This design comes from an exercise in tuning for small area, a short achievable clock period and few clock cycles per item on the open sky130 flow, not from production work. Power figures rest on the tool's default switching activity, not on a simulated workload.

==> inputs of v34 <==
==> flow/design.v (excerpt) <==
module goertzel_power_detect #(
   parameter int OW       = 20,
   parameter int PW       = 2*OW+1,
   parameter int HOLD_ON  = 3,
   parameter int HOLD_OFF = 3
) (
   input  logic            i_clk,
   input  logic            i_rst,
   input  logic [2*OW-1:0] s_axis_tdata,
   input  logic            s_axis_tvalid,
   output logic            s_axis_tready,
   output logic [PW-1:0]   m_axis_tdata,
   output logic            m_axis_tuser,
   output logic            m_axis_tvalid,
   input  logic            m_axis_tready,
   input  logic [PW-1:0]   i_threshold,
   output logic            o_detect
);
Settings: LEC_CHECK=0, CAP_MARGIN=20, CORE_MARGIN=2, CORE_UTILIZATION=40, CTS_BUF_LIST=sky130_fd_sc_hd__clkbuf_8, SETUP_SLACK_MARGIN=4.1, SLEW_MARGIN=20, SYNTH_HIERARCHICAL=1, SYNTH_MINIMUM_KEEP_SIZE=0; clock period 8.0 ns.
standard.sh (not shown) runs the stock make flow with config.mk's settings and CLKGATE_MAP_FILE= SYNTH_SCRIPT=/design/flow/synth_recipe.tcl, a recipe that flattens the netlist after the stock synthesis.
==> flow/flow/run.sh <==
#!/bin/bash
# Standard ORFS layout (the standard.sh, standard synthesis unchanged),
# with the port buffers made from the smallest buffer cell.
set -euo pipefail
bash standard.sh BUFFER_PORTS_ARGS="-buffer_cell sky130_fd_sc_hd__buf_1" finish > standard_flow.log 2>&1
==> inputs of v8, as changes to v34 <==
--- a/flow/design.v
+++ b/flow/design.v
@@ -19,12 +19,13 @@
 );
    localparam bit c_INREG  = 1'b1;
    localparam bit c_MIDREG = 1'b1;
    localparam bit c_INMUX  = 1'b1;
    localparam bit c_ABS    = 1'b1;
    localparam bit c_INV    = 1'b1;
+   localparam bit c_TREG   = 1'b1;
    localparam int c_HMAX = (HOLD_ON > HOLD_OFF) ? HOLD_ON : HOLD_OFF;
    localparam int c_CW   = (c_HMAX > 1) ? $clog2(c_HMAX) : 1;
    logic            w_en;
    logic            w_v1, w_v2;
    logic            r_v3;
    logic [OW-1:0]   x_re, x_im;
@@ -39,16 +40,16 @@
    logic            w_det_nxt;
    assign w_en          = !r_v3 || m_axis_tready;
    assign s_axis_tready = w_en;
    logic [2*OW-1:0] w_in_new;
    generate
       if (c_ABS) begin : g_abs
-         logic [2*OW-1:0] w_abs;
-         goertzel_abs #(.W(OW)) u_abs_re (.i_x(s_axis_tdata[2*OW-1:OW]), .o_m(w_abs[2*OW-1:OW]));
-         goertzel_abs #(.W(OW)) u_abs_im (.i_x(s_axis_tdata[OW-1:0]),     .o_m(w_abs[OW-1:0]));
-         assign w_in_new = c_INV ? ~w_abs : w_abs;
+         goertzel_abs #(.W(OW), .INV(c_INV)) u_abs_re (
+            .i_x(s_axis_tdata[2*OW-1:OW]), .o_m(w_in_new[2*OW-1:OW]));
+         goertzel_abs #(.W(OW), .INV(c_INV)) u_abs_im (
+            .i_x(s_axis_tdata[OW-1:0]), .o_m(w_in_new[OW-1:0]));
       end else begin : g_nabs
          assign w_in_new = s_axis_tdata;
       end
    endgenerate
    generate
       if (c_INREG) begin : g_in
@@ -1795,12 +1796,22 @@
          assign w_v2    = w_v1;
          assign w_mid_q = w_mid_d;
       end
    endgenerate
    assign w_ra = {1'b0, 1'b0, w_mid_q[74], w_mid_q[72], w_mid_q[70], w_mid_q[68], w_mid_q[66], w_mid_q[64], w_mid_q[62], w_mid_q[60], w_mid_q[58], w_mid_q[56], w_mid_q[54], w_mid_q[52], w_mid_q[50], w_mid_q[48], w_mid_q[46], w_mid_q[44], w_mid_q[42], w_mid_q[40], w_mid_q[38], w_mid_q[36], w_mid_q[34], w_mid_q[32], w_mid_q[30], w_mid_q[28], w_mid_q[26], w_mid_q[24], w_mid_q[22], w_mid_q[20], w_mid_q[18], w_mid_q[16], w_mid_q[14], w_mid_q[12], w_mid_q[10], w_mid_q[8], w_mid_q[6], w_mid_q[4], w_mid_q[2], 1'b0, w_mid_q[0]} ^ 41'h6000000001;
    assign w_rb = {1'b0, 1'b0, w_mid_q[75], w_mid_q[73], w_mid_q[71], w_mid_q[69], w_mid_q[67], w_mid_q[65], w_mid_q[63], w_mid_q[61], w_mid_q[59], w_mid_q[57], w_mid_q[55], w_mid_q[53], w_mid_q[51], w_mid_q[49], w_mid_q[47], w_mid_q[45], w_mid_q[43], w_mid_q[41], w_mid_q[39], w_mid_q[37], w_mid_q[35], w_mid_q[33], w_mid_q[31], w_mid_q[29], w_mid_q[27], w_mid_q[25], w_mid_q[23], w_mid_q[21], w_mid_q[19], w_mid_q[17], w_mid_q[15], w_mid_q[13], w_mid_q[11], w_mid_q[9], w_mid_q[7], w_mid_q[5], w_mid_q[3], 1'b0, w_mid_q[1]} ^ 41'h4000000001;
+   logic [PW-1:0] w_thr;
+   generate
+      if (c_TREG) begin : g_treg
+         logic [PW-1:0] r_thr;
+         always_ff @(posedge i_clk) r_thr <= i_threshold;
+         assign w_thr = r_thr;
+      end else begin : g_ntreg
+         assign w_thr = i_threshold;
+      end
+   endgenerate
    assign w_sum = w_ra + w_rb;
    logic w_t1009;
    logic w_t1010;
    logic w_t1011;
    logic w_t1012;
    logic w_t1013;
@@ -1908,89 +1919,89 @@
    logic w_t1115;
    logic w_t1116;
    logic w_t1117;
    logic w_t1118;
    logic w_t1119;
    logic w_t1120;
-   goertzel_fa u_fa1011 (.i_a(w_mid_q[0]), .i_b(w_mid_q[1]), .i_c(i_threshold[0]), .o_s(w_t1009), .o_c(w_t1010));
-   assign w_t1011 = ~i_threshold[2];
+   goertzel_fa u_fa1011 (.i_a(w_mid_q[0]), .i_b(w_mid_q[1]), .i_c(w_thr[0]), .o_s(w_t1009), .o_c(w_t1010));
+   assign w_t1011 = ~w_thr[2];
    goertzel_fa u_fa1014 (.i_a(w_mid_q[2]), .i_b(w_mid_q[3]), .i_c(w_t1011), .o_s(w_t1012), .o_c(w_t1013));
-   assign w_t1014 = ~i_threshold[3];
+   assign w_t1014 = ~w_thr[3];
    goertzel_fa u_fa1017 (.i_a(w_mid_q[4]), .i_b(w_mid_q[5]), .i_c(w_t1014), .o_s(w_t1015), .o_c(w_t1016));
-   assign w_t1017 = ~i_threshold[4];
+   assign w_t1017 = ~w_thr[4];
    goertzel_fa u_fa1020 (.i_a(w_mid_q[6]), .i_b(w_mid_q[7]), .i_c(w_t1017), .o_s(w_t1018), .o_c(w_t1019));
-   assign w_t1020 = ~i_threshold[5];
+   assign w_t1020 = ~w_thr[5];
    goertzel_fa u_fa1023 (.i_a(w_mid_q[8]), .i_b(w_mid_q[9]), .i_c(w_t1020), .o_s(w_t1021), .o_c(w_t1022));
-   assign w_t1023 = ~i_threshold[6];
+   assign w_t1023 = ~w_thr[6];
    goertzel_fa u_fa1026 (.i_a(w_mid_q[10]), .i_b(w_mid_q[11]), .i_c(w_t1023), .o_s(w_t1024), .o_c(w_t1025));
-   assign w_t1026 = ~i_threshold[7];
+   assign w_t1026 = ~w_thr[7];
    goertzel_fa u_fa1029 (.i_a(w_mid_q[12]), .i_b(w_mid_q[13]), .i_c(w_t1026), .o_s(w_t1027), .o_c(w_t1028));
-   assign w_t1029 = ~i_threshold[8];
+   assign w_t1029 = ~w_thr[8];
    goertzel_fa u_fa1032 (.i_a(w_mid_q[14]), .i_b(w_mid_q[15]), .i_c(w_t1029), .o_s(w_t1030), .o_c(w_t1031));
-   assign w_t1032 = ~i_threshold[9];
+   assign w_t1032 = ~w_thr[9];
    goertzel_fa u_fa1035 (.i_a(w_mid_q[16]), .i_b(w_mid_q[17]), .i_c(w_t1032), .o_s(w_t1033), .o_c(w_t1034));
-   assign w_t1035 = ~i_threshold[10];
+   assign w_t1035 = ~w_thr[10];
    goertzel_fa u_fa1038 (.i_a(w_mid_q[18]), .i_b(w_mid_q[19]), .i_c(w_t1035), .o_s(w_t1036), .o_c(w_t1037));
-   assign w_t1038 = ~i_threshold[11];
+   assign w_t1038 = ~w_thr[11];
    goertzel_fa u_fa1041 (.i_a(w_mid_q[20]), .i_b(w_mid_q[21]), .i_c(w_t1038), .o_s(w_t1039), .o_c(w_t1040));
-   assign w_t1041 = ~i_threshold[12];
+   assign w_t1041 = ~w_thr[12];
    goertzel_fa u_fa1044 (.i_a(w_mid_q[22]), .i_b(w_mid_q[23]), .i_c(w_t1041), .o_s(w_t1042), .o_c(w_t1043));
-   assign w_t1044 = ~i_threshold[13];
+   assign w_t1044 = ~w_thr[13];
    goertzel_fa u_fa1047 (.i_a(w_mid_q[24]), .i_b(w_mid_q[25]), .i_c(w_t1044), .o_s(w_t1045), .o_c(w_t1046));
-   assign w_t1047 = ~i_threshold[14];
+   assign w_t1047 = ~w_thr[14];
    goertzel_fa u_fa1050 (.i_a(w_mid_q[26]), .i_b(w_mid_q[27]), .i_c(w_t1047), .o_s(w_t1048), .o_c(w_t1049));
-   assign w_t1050 = ~i_threshold[15];
+   assign w_t1050 = ~w_thr[15];
    goertzel_fa u_fa1053 (.i_a(w_mid_q[28]), .i_b(w_mid_q[29]), .i_c(w_t1050), .o_s(w_t1051), .o_c(w_t1052));
-   assign w_t1053 = ~i_threshold[16];
+   assign w_t1053 = ~w_thr[16];
    goertzel_fa u_fa1056 (.i_a(w_mid_q[30]), .i_b(w_mid_q[31]), .i_c(w_t1053), .o_s(w_t1054), .o_c(w_t1055));
-   assign w_t1056 = ~i_threshold[17];
+   assign w_t1056 = ~w_thr[17];
    goertzel_fa u_fa1059 (.i_a(w_mid_q[32]), .i_b(w_mid_q[33]), .i_c(w_t1056), .o_s(w_t1057), .o_c(w_t1058));
-   assign w_t1059 = ~i_threshold[18];
+   assign w_t1059 = ~w_thr[18];
    goertzel_fa u_fa1062 (.i_a(w_mid_q[34]), .i_b(w_mid_q[35]), .i_c(w_t1059), .o_s(w_t1060), .o_c(w_t1061));
-   assign w_t1062 = ~i_threshold[19];
+   assign w_t1062 = ~w_thr[19];
    goertzel_fa u_fa1065 (.i_a(w_mid_q[36]), .i_b(w_mid_q[37]), .i_c(w_t1062), .o_s(w_t1063), .o_c(w_t1064));
-   assign w_t1065 = ~i_threshold[20];
+   assign w_t1065 = ~w_thr[20];
    goertzel_fa u_fa1068 (.i_a(w_mid_q[38]), .i_b(w_mid_q[39]), .i_c(w_t1065), .o_s(w_t1066), .o_c(w_t1067));
-   assign w_t1068 = ~i_threshold[21];
+   assign w_t1068 = ~w_thr[21];
    goertzel_fa u_fa1071 (.i_a(w_mid_q[40]), .i_b(w_mid_q[41]), .i_c(w_t1068), .o_s(w_t1069), .o_c(w_t1070));
-   assign w_t1071 = ~i_threshold[22];
+   assign w_t1071 = ~w_thr[22];
    goertzel_fa u_fa1074 (.i_a(w_mid_q[42]), .i_b(w_mid_q[43]), .i_c(w_t1071), .o_s(w_t1072), .o_c(w_t1073));
-   assign w_t1074 = ~i_threshold[23];
+   assign w_t1074 = ~w_thr[23];
    goertzel_fa u_fa1077 (.i_a(w_mid_q[44]), .i_b(w_mid_q[45]), .i_c(w_t1074), .o_s(w_t1075), .o_c(w_t1076));
-   assign w_t1077 = ~i_threshold[24];
+   assign w_t1077 = ~w_thr[24];
    goertzel_fa u_fa1080 (.i_a(w_mid_q[46]), .i_b(w_mid_q[47]), .i_c(w_t1077), .o_s(w_t1078), .o_c(w_t1079));
-   assign w_t1080 = ~i_threshold[25];
+   assign w_t1080 = ~w_thr[25];
    goertzel_fa u_fa1083 (.i_a(w_mid_q[48]), .i_b(w_mid_q[49]), .i_c(w_t1080), .o_s(w_t1081), .o_c(w_t1082));
-   assign w_t1083 = ~i_threshold[26];
+   assign w_t1083 = ~w_thr[26];
    goertzel_fa u_fa1086 (.i_a(w_mid_q[50]), .i_b(w_mid_q[51]), .i_c(w_t1083), .o_s(w_t1084), .o_c(w_t1085));
-   assign w_t1086 = ~i_threshold[27];
+   assign w_t1086 = ~w_thr[27];
    goertzel_fa u_fa1089 (.i_a(w_mid_q[52]), .i_b(w_mid_q[53]), .i_c(w_t1086), .o_s(w_t1087), .o_c(w_t1088));
-   assign w_t1089 = ~i_threshold[28];
+   assign w_t1089 = ~w_thr[28];
    goertzel_fa u_fa1092 (.i_a(w_mid_q[54]), .i_b(w_mid_q[55]), .i_c(w_t1089), .o_s(w_t1090), .o_c(w_t1091));
-   assign w_t1092 = ~i_threshold[29];
+   assign w_t1092 = ~w_thr[29];
    goertzel_fa u_fa1095 (.i_a(w_mid_q[56]), .i_b(w_mid_q[57]), .i_c(w_t1092), .o_s(w_t1093), .o_c(w_t1094));
-   assign w_t1095 = ~i_threshold[30];
+   assign w_t1095 = ~w_thr[30];
    goertzel_fa u_fa1098 (.i_a(w_mid_q[58]), .i_b(w_mid_q[59]), .i_c(w_t1095), .o_s(w_t1096), .o_c(w_t1097));
-   assign w_t1098 = ~i_threshold[31];
+   assign w_t1098 = ~w_thr[31];
    goertzel_fa u_fa1101 (.i_a(w_mid_q[60]), .i_b(w_mid_q[61]), .i_c(w_t1098), .o_s(w_t1099), .o_c(w_t1100));
-   assign w_t1101 = ~i_threshold[32];
+   assign w_t1101 = ~w_thr[32];
    goertzel_fa u_fa1104 (.i_a(w_mid_q[62]), .i_b(w_mid_q[63]), .i_c(w_t1101), .o_s(w_t1102), .o_c(w_t1103));
-   assign w_t1104 = ~i_threshold[33];
+   assign w_t1104 = ~w_thr[33];
    goertzel_fa u_fa1107 (.i_a(w_mid_q[64]), .i_b(w_mid_q[65]), .i_c(w_t1104), .o_s(w_t1105), .o_c(w_t1106));
-   assign w_t1107 = ~i_threshold[34];
+   assign w_t1107 = ~w_thr[34];
    goertzel_fa u_fa1110 (.i_a(w_mid_q[66]), .i_b(w_mid_q[67]), .i_c(w_t1107), .o_s(w_t1108), .o_c(w_t1109));
-   assign w_t1110 = ~i_threshold[35];
+   assign w_t1110 = ~w_thr[35];
    goertzel_fa u_fa1113 (.i_a(w_mid_q[68]), .i_b(w_mid_q[69]), .i_c(w_t1110), .o_s(w_t1111), .o_c(w_t1112));
-   assign w_t1113 = ~i_threshold[36];
+   assign w_t1113 = ~w_thr[36];
    goertzel_fa u_fa1116 (.i_a(w_mid_q[70]), .i_b(w_mid_q[71]), .i_c(w_t1113), .o_s(w_t1114), .o_c(w_t1115));
    assign w_t1116 = ~w_mid_q[73];
-   goertzel_fa u_fa1119 (.i_a(w_mid_q[72]), .i_b(w_t1116), .i_c(i_threshold[37]), .o_s(w_t1117), .o_c(w_t1118));
-   goertzel_fa u_fa1121 (.i_a(w_mid_q[74]), .i_b(w_mid_q[75]), .i_c(i_threshold[38]), .o_s(w_t1119), .o_c(w_t1120));
+   goertzel_fa u_fa1119 (.i_a(w_mid_q[72]), .i_b(w_t1116), .i_c(w_thr[37]), .o_s(w_t1117), .o_c(w_t1118));
+   goertzel_fa u_fa1121 (.i_a(w_mid_q[74]), .i_b(w_mid_q[75]), .i_c(w_thr[38]), .o_s(w_t1119), .o_c(w_t1120));
    logic [PW-1:0] w_sp, w_kp;
    logic [PW:0]   w_cmp;
-   assign w_sp  = {i_threshold[40], i_threshold[39], w_t1119, w_t1117, w_t1114, w_t1111, w_t1108, w_t1105, w_t1102, w_t1099, w_t1096, w_t1093, w_t1090, w_t1087, w_t1084, w_t1081, w_t1078, w_t1075, w_t1072, w_t1069, w_t1066, w_t1063, w_t1060, w_t1057, w_t1054, w_t1051, w_t1048, w_t1045, w_t1042, w_t1039, w_t1036, w_t1033, w_t1030, w_t1027, w_t1024, w_t1021, w_t1018, w_t1015, w_t1012, i_threshold[1], w_t1009} ^ 41'h1e000000003;
+   assign w_sp  = {w_thr[40], w_thr[39], w_t1119, w_t1117, w_t1114, w_t1111, w_t1108, w_t1105, w_t1102, w_t1099, w_t1096, w_t1093, w_t1090, w_t1087, w_t1084, w_t1081, w_t1078, w_t1075, w_t1072, w_t1069, w_t1066, w_t1063, w_t1060, w_t1057, w_t1054, w_t1051, w_t1048, w_t1045, w_t1042, w_t1039, w_t1036, w_t1033, w_t1030, w_t1027, w_t1024, w_t1021, w_t1018, w_t1015, w_t1012, w_thr[1], w_t1009} ^ 41'h1e000000003;
    assign w_kp  = {1'b0, 1'b0, w_t1120, w_t1118, w_t1115, w_t1112, w_t1109, w_t1106, w_t1103, w_t1100, w_t1097, w_t1094, w_t1091, w_t1088, w_t1085, w_t1082, w_t1079, w_t1076, w_t1073, w_t1070, w_t1067, w_t1064, w_t1061, w_t1058, w_t1055, w_t1052, w_t1049, w_t1046, w_t1043, w_t1040, w_t1037, w_t1034, w_t1031, w_t1028, w_t1025, w_t1022, w_t1019, w_t1016, w_t1013, 1'b0, w_t1010} ^ 41'h6000000001;
    assign w_cmp = {1'b0, w_sp} + {w_kp, 1'b1};
    assign w_hit = w_cmp[PW];
    always_ff @(posedge i_clk) begin
       if (i_rst)     r_v3 <= 1'b0;
       else if (w_en) r_v3 <= w_v2;
@@ -2042,33 +2053,33 @@
    input  logic [W-1:0] i_old,
    output logic [W-1:0] o_d
 );
    assign o_d = i_load ? i_new : i_old;
 endmodule
 module goertzel_abs #(
-   parameter int W = 2
+   parameter int W   = 2,
+   parameter bit INV = 1'b0    
 ) (
    input  logic [W-1:0] i_x,
    output logic [W-1:0] o_m
 );
    localparam int c_L = $clog2(W);
-   logic [W-1:0] w_y, w_c;
-   logic [W-1:0] w_p [0:c_L];
-   assign w_y = i_x ^ {W{i_x[W-1]}};
+   logic [W-1:0] w_o [0:c_L];
+   logic [W-1:0] w_f;
    always_comb begin
-      w_p[0] = w_y;
+      w_o[0] = i_x;
       for (int k = 1; k <= c_L; k++) begin
          for (int i = 0; i < W; i++) begin
-            if (i >= (1 << (k - 1))) w_p[k][i] = w_p[k-1][i] & w_p[k-1][i - (1 << (k - 1))];
-            else                     w_p[k][i] = w_p[k-1][i];
+            if (i >= (1 << (k - 1))) w_o[k][i] = w_o[k-1][i] | w_o[k-1][i - (1 << (k - 1))];
+            else                     w_o[k][i] = w_o[k-1][i];
          end
       end
-      w_c[0] = i_x[W-1];
-      for (int i = 1; i < W; i++) w_c[i] = i_x[W-1] & w_p[c_L][i-1];
+      w_f[0] = 1'b0;
+      for (int i = 1; i < W; i++) w_f[i] = i_x[W-1] & w_o[c_L][i-1];
    end
-   assign o_m = w_y ^ w_c;
+   assign o_m = i_x ^ w_f ^ {W{INV}};
 endmodule
 module goertzel_ha (
    input  logic i_a,
    input  logic i_b,
    output logic o_s,
    output logic o_c
==> inputs of v20, as changes to v34 <==
--- a/flow/design.v
+++ b/flow/design.v
@@ -39,16 +39,16 @@
    logic            w_det_nxt;
    assign w_en          = !r_v3 || m_axis_tready;
    assign s_axis_tready = w_en;
    logic [2*OW-1:0] w_in_new;
    generate
       if (c_ABS) begin : g_abs
-         logic [2*OW-1:0] w_abs;
-         goertzel_abs #(.W(OW)) u_abs_re (.i_x(s_axis_tdata[2*OW-1:OW]), .o_m(w_abs[2*OW-1:OW]));
-         goertzel_abs #(.W(OW)) u_abs_im (.i_x(s_axis_tdata[OW-1:0]),     .o_m(w_abs[OW-1:0]));
-         assign w_in_new = c_INV ? ~w_abs : w_abs;
+         goertzel_abs #(.W(OW), .INV(c_INV)) u_abs_re (
+            .i_x(s_axis_tdata[2*OW-1:OW]), .o_m(w_in_new[2*OW-1:OW]));
+         goertzel_abs #(.W(OW), .INV(c_INV)) u_abs_im (
+            .i_x(s_axis_tdata[OW-1:0]), .o_m(w_in_new[OW-1:0]));
       end else begin : g_nabs
          assign w_in_new = s_axis_tdata;
       end
    endgenerate
    generate
       if (c_INREG) begin : g_in
@@ -2042,13 +2042,14 @@
    input  logic [W-1:0] i_old,
    output logic [W-1:0] o_d
 );
    assign o_d = i_load ? i_new : i_old;
 endmodule
 module goertzel_abs #(
-   parameter int W = 2
+   parameter int W   = 2,
+   parameter bit INV = 1'b0    
 ) (
    input  logic [W-1:0] i_x,
    output logic [W-1:0] o_m
 );
    localparam int c_L = $clog2(W);
    logic [W-1:0] w_y, w_c;
@@ -2062,13 +2063,13 @@
             else                     w_p[k][i] = w_p[k-1][i];
          end
       end
       w_c[0] = i_x[W-1];
       for (int i = 1; i < W; i++) w_c[i] = i_x[W-1] & w_p[c_L][i-1];
    end
-   assign o_m = w_y ^ w_c;
+   assign o_m = w_y ^ w_c ^ {W{INV}};
 endmodule
 module goertzel_ha (
    input  logic i_a,
    input  logic i_b,
    output logic o_s,
    output logic o_c
CAP_MARGIN = 0   (was 20)
SETUP_SLACK_MARGIN = 4.0   (was 4.1)
SLEW_MARGIN = 0   (was 20)
==> results.txt <==
- The highest sequential share of layout area belongs to v8, the lowest to v34.
- The highest core utilization belongs to v8, the lowest to v20.
- Via count, lowest first: v20, v34, v8.
- The highest final area belongs to v8, the lowest to v20.
- Of v20 and v8, v20 has the higher global-route usage (gap 0.62 points).
- Between v8 and v20, the lower flip-flop and latch count is in v20 (gap 41).
- Synthesized area, lowest first: v34, v20, v8.
==> figures <==
Status: v8 no timing/DRC/antenna violations; v20 no timing/DRC/antenna violations; v34 no timing/DRC/antenna violations
Shortest period the worst path allows: v8 3.86 ns; v20 3.96 ns; v34 3.88 ns
Peak supply drop: v8 0.000208 V; v20 0.000239 V; v34 0.000188 V
DIE HEIGHT: v8 219 microns; v20 217 microns; v34 216 microns
CLK BUF: v8 47; v20 17; v34 17
Combinational power: v8 0.00570 W; v20 0.00592 W; v34 0.00595 W
Data arrival time of the critical path: v8 2.26 ns; v20 2.36 ns; v34 2.28 ns
Worst-path clk slew: v8 0.06 ns; v20 0.10 ns; v34 0.09 ns
Power in the clock group: v8 0.00104 W; v20 0.000622 W; v34 0.000655 W
Simple logic cell fraction of the synthesized area: v8 11.6%; v20 12.8%; v34 12.0%
Critical register-to-register path endpoint: v8 g_mid.r_mid[30]$_DFFE_PP_; v20 g_mid.r_mid[46]$_DFFE_PP_; v34 g_mid.r_mid[40]$_DFFE_PP_
Internal Pwr Total: v8 0.00505 W; v20 0.00463 W; v34 0.00471 W
Power density normalized to cell area: v8 432 nW/um^2; v20 439 nW/um^2; v34 434 nW/um^2
Number of buffers inserted during clock tree synthesis: v8 40; v20 17; v34 17
Cell area after synthesis: v8 18600 sq um; v20 18100 sq um; v34 18100 sq um
No functional check of the RTL was part of any run of this note.

[what the ideal ports hide]
In the flow no input, the clock included, has a driving cell. The finished layouts below were timed again as built, in two steps. Step 1 assumes that a clkbuf_16 drives the clock port and a buf_2 every other input. Step 2 moves the port delays by t, midway between the first and last clock arrival at a register: inputs arrive t later, outputs are due t later. That takes back most of the time a late clock gives input paths. Three values: ideal ports, drivers, drivers and shift; two values: the first two.
| run | shift t [ns] | setup WS [ns] | hold slack, ns |
|---|---|---|---|
| v34 | 0.565 | 4.118 / 4.069 / 3.603 | 0.443 / 0.443 / 0.443 |
| v8 | 0.623 | 4.138 / 4.089 / 4.089 | 0.426 / 0.426 / 0.426 |
| v20 | 0.570 | 4.039 / 4.017 / 3.552 | 0.456 / 0.456 / 0.456 |
After both steps every run listed still meets setup and hold. For v34, which loses most, drivers alone change the setup slack by -0.049 ns; drivers and shift together by -0.515 ns.
